Background: an optimization exercise with open tools, aiming at small area. Do not read the settings as production practice. At most, simulation tests tie the RTL to the original design; equivalence was not proved. No activity file was given, so power comes from the tool's default toggle rates.

Design fifo_net_top, start of the top module:
module fifo_net_top #(
    parameter int FIFO_DEPTH    = 4,
    parameter int VERSION_MAJOR = 4,
    parameter int VERSION_MINOR = 14,
    parameter int DEVICE_ID     = 3
) (
    input  wire                                 clk,
    input  wire                                 rst,
    input  wire                                 i_rx_valid,
    output logic                                o_rx_ready,
    input  wire [63:0]                          i_rx_data,
    output logic                                o_tx_valid,
    input  wire                                 i_tx_ready,
    output logic [fifo_net_pkg::DATA_W-1:0]     o_tx_data,
    output logic [1:0]                          o_tx_tag,
    output logic [fifo_net_pkg::CTX_W-1:0]      o_tx_ctx
);
Size: about 1100 cells after synthesis, roughly 390 flip-flops, roughly 110 I/O pins.
==> module tx_arbiter, before the edit <==
module tx_arbiter #(
    parameter int DEPTH = 4
) (
    input  wire                               clk,
    input  wire                               rst,
    input  wire                               i_loop_valid,
    input  wire [DEPTH*34-1:0]                i_loop,          
    input  wire [DEPTH-1:0]                   i_loop_head,
    output logic                              o_loop_ready,
    input  wire                               i_cmd_valid,
    input  wire [DEPTH*fifo_net_pkg::RESP_W-1:0] i_cmd,          
    input  wire [DEPTH-1:0]                   i_cmd_head,
    output logic                              o_cmd_ready,
    output logic                              o_tx_valid,
    input  wire                               i_tx_ready,
    output logic [31:0]                       o_tx_data,
    output logic [1:0]                        o_tx_tag,
    output logic [1:0]                        o_tx_ctx
);
    localparam int RW = fifo_net_pkg::RESP_W;
    logic        grant;                                  
    logic        grant_q;
    logic        stall_q;
    logic [DEPTH-1:0] ls;                                
    logic [DEPTH-1:0] cs;                                
    logic [DEPTH-1:0] sd;                                
    logic [DEPTH-1:0] sa;                                
    logic        cnt_sel;
    logic [33:0] lv;
    logic [31:0] cv;
    assign grant = stall_q ? grant_q : ~i_loop_valid;
    assign o_loop_ready = i_tx_ready & ~grant;
    assign o_cmd_ready  = i_tx_ready & grant;
    assign o_tx_valid   = grant ? i_cmd_valid : i_loop_valid;
    always_comb begin
        ls      = i_loop_head & {DEPTH{~grant}};
        cs      = i_cmd_head & {DEPTH{grant}};
        cnt_sel = 1'b0;
        for (int k = 0; k < DEPTH; k++) begin
            sd[k]   = cs[k] & ~(i_cmd[k*RW + 21] & ~i_cmd[k*RW + 20]);
            sa[k]   = cs[k] & i_cmd[k*RW + 21];
            cnt_sel = cnt_sel | (cs[k] & i_cmd[k*RW + 21] & i_cmd[k*RW + 20]);
        end
        lv = '0;
        cv = '0;
        for (int k = 0; k < DEPTH; k++) begin
            lv = lv | (i_loop[k*34 +: 34] & {34{ls[k]}});
            cv[15:0]  = cv[15:0]  | (i_cmd[k*RW +: 16] & {16{sd[k]}});
            cv[19:16] = cv[19:16] | (i_cmd[k*RW + 16 +: 4] & {4{cs[k]}});
            cv[29:20] = cv[29:20] | (i_cmd[k*RW +: 10] & {10{sa[k]}});
            cv[31]    = cv[31] | (i_cmd[k*RW + 20] & cs[k]) | (i_cmd[k*RW + 10] & sa[k]);
        end
        cv[29:20] = cv[29:20] | {10{cnt_sel}};
        cv[30]    = cnt_sel;
    end
    assign o_tx_data = lv[31:0] | cv;
    assign o_tx_ctx  = lv[33:32];
    assign o_tx_tag  = {1'b1, grant};
    always_ff @(posedge clk) begin
        if (rst) begin
            stall_q <= 1'b0;
            grant_q <= 1'b0;
        end else begin
            stall_q <= o_tx_valid & ~i_tx_ready;
            grant_q <= grant;
        end
    end
endmodule
Settings: LEC_CHECK=0, CAP_MARGIN=20, CORE_MARGIN=2, CORE_UTILIZATION=80, SLEW_MARGIN=20; clock period 6.0 ns.
standard.sh (not shown) runs the stock make flow with config.mk's settings and CLKGATE_MAP_FILE= SYNTH_SCRIPT=/design/flow/synth_recipe.tcl, a recipe that flattens the netlist after the stock synthesis.
==> flow/flow/run.sh <==
#!/bin/bash
# The standard ORFS layout with three changes:
#  - the liberty mapping step of synthesis uses an area-oriented ABC script (flow/area.abc);
#    everything else in synthesis is the standard flow's own script, so the registers are the same
#  - port buffers use the smallest buffer
#  - clock tree synthesis builds larger sink clusters without dummy loads
# Every tool's output goes to logs under orfs/logs; make's own output to standard.log.
set -euo pipefail
here=$(pwd)
{
  cat <<EOF
proc abc {args} {
  set i [lsearch \$args -script]
  if {\$i >= 0} { lset args [expr {\$i + 1}] $here/flow/area.abc }
  yosys abc {*}\$args
}
EOF
  cat synth_recipe.tcl
} > area_synth.tcl
sed "s#SYNTH_SCRIPT=[^ ]*synth_recipe.tcl#SYNTH_SCRIPT=$here/area_synth.tcl#" standard.sh > area_standard.sh
grep -q "SYNTH_SCRIPT=$here/area_synth.tcl" area_standard.sh
export BUFFER_PORTS_ARGS="-buffer_cell sky130_fd_sc_hd__buf_1"
export CTS_ARGS="-sink_clustering_enable -repair_clock_nets -dont_use_dummy_load -sink_clustering_size 30 -sink_clustering_max_diameter 100 -buf_list sky130_fd_sc_hd__clkbuf_16"
bash area_standard.sh > standard.log 2>&1
==> flow/flow/area.abc <==
strash
&get -n
&deepsyn -J 20 -T 100
&put
dc2
dch -f
amap -F 8 -A 20
Next try:
--- a/flow/design.v
+++ b/flow/design.v
@@ -243,11 +243,11 @@
     logic [33:0] lv;
     logic [31:0] cv;
     assign grant = stall_q ? grant_q : ~i_loop_valid;
     assign o_loop_ready = i_tx_ready & ~grant;
     assign o_cmd_ready  = i_tx_ready & grant;
-    assign o_tx_valid   = grant ? i_cmd_valid : i_loop_valid;
+    assign o_tx_valid   = i_cmd_valid | i_loop_valid;
     always_comb begin
         ls      = i_loop_head & {DEPTH{~grant}};
         cs      = i_cmd_head & {DEPTH{grant}};
         cnt_sel = 1'b0;
         for (int k = 0; k < DEPTH; k++) begin
Count of clock-buffer cells in the layout is unchanged.
Total power hardly moves.
Final area came out lower by about 0.5%.
Setup slack loses 0.090 ns.
Core utilization came out lower by 0.14 points.
Via count came out higher by about 0.66%.
Final cell count came out lower by 1.7%.
Routed wire length came out lower by 0.76%.
Clock skew came out higher by 0.0069 ns.
Global-route usage came out higher by 0.11 points.
Worst hold slack gains 0.0034 ns.
Area after synthesis stays flat.
The RTL of the first run of this note was laid out without a check of its function.

==> separate check: timing with driven ports <==
The flow's constraints put no driver on any port. The routed layouts listed below were extracted and timed again, unchanged, in two steps.
Step 1 assumes that a clkbuf_16 drives the clock port and a buf_2 every other input.
Step 2 adds t to the input delays and takes it off the output delays; t is the mean of the earliest and latest rising clock arrival at the registers after step 1. Input paths then give back, and output paths get back, about the clock's delay inside the block.
a / b / c = ideal / step 1 / step 2; a / b = the first two.
run	t (ns)	slack for setup (ns)	worst setup path at the end	worst data-port slew with drivers (ns)	cell pins on the clock port's net
the first run	0.556	0.414 / 0.364 / 0.419	input to register	0.08	1
the second run	0.556	0.324 / 0.324 / 0.187	input to register	0.06	1
After both steps every run listed still meets setup and hold. For the second run, which loses most, drivers alone change the setup slack by 0.000 ns; drivers and shift together by -0.137 ns.
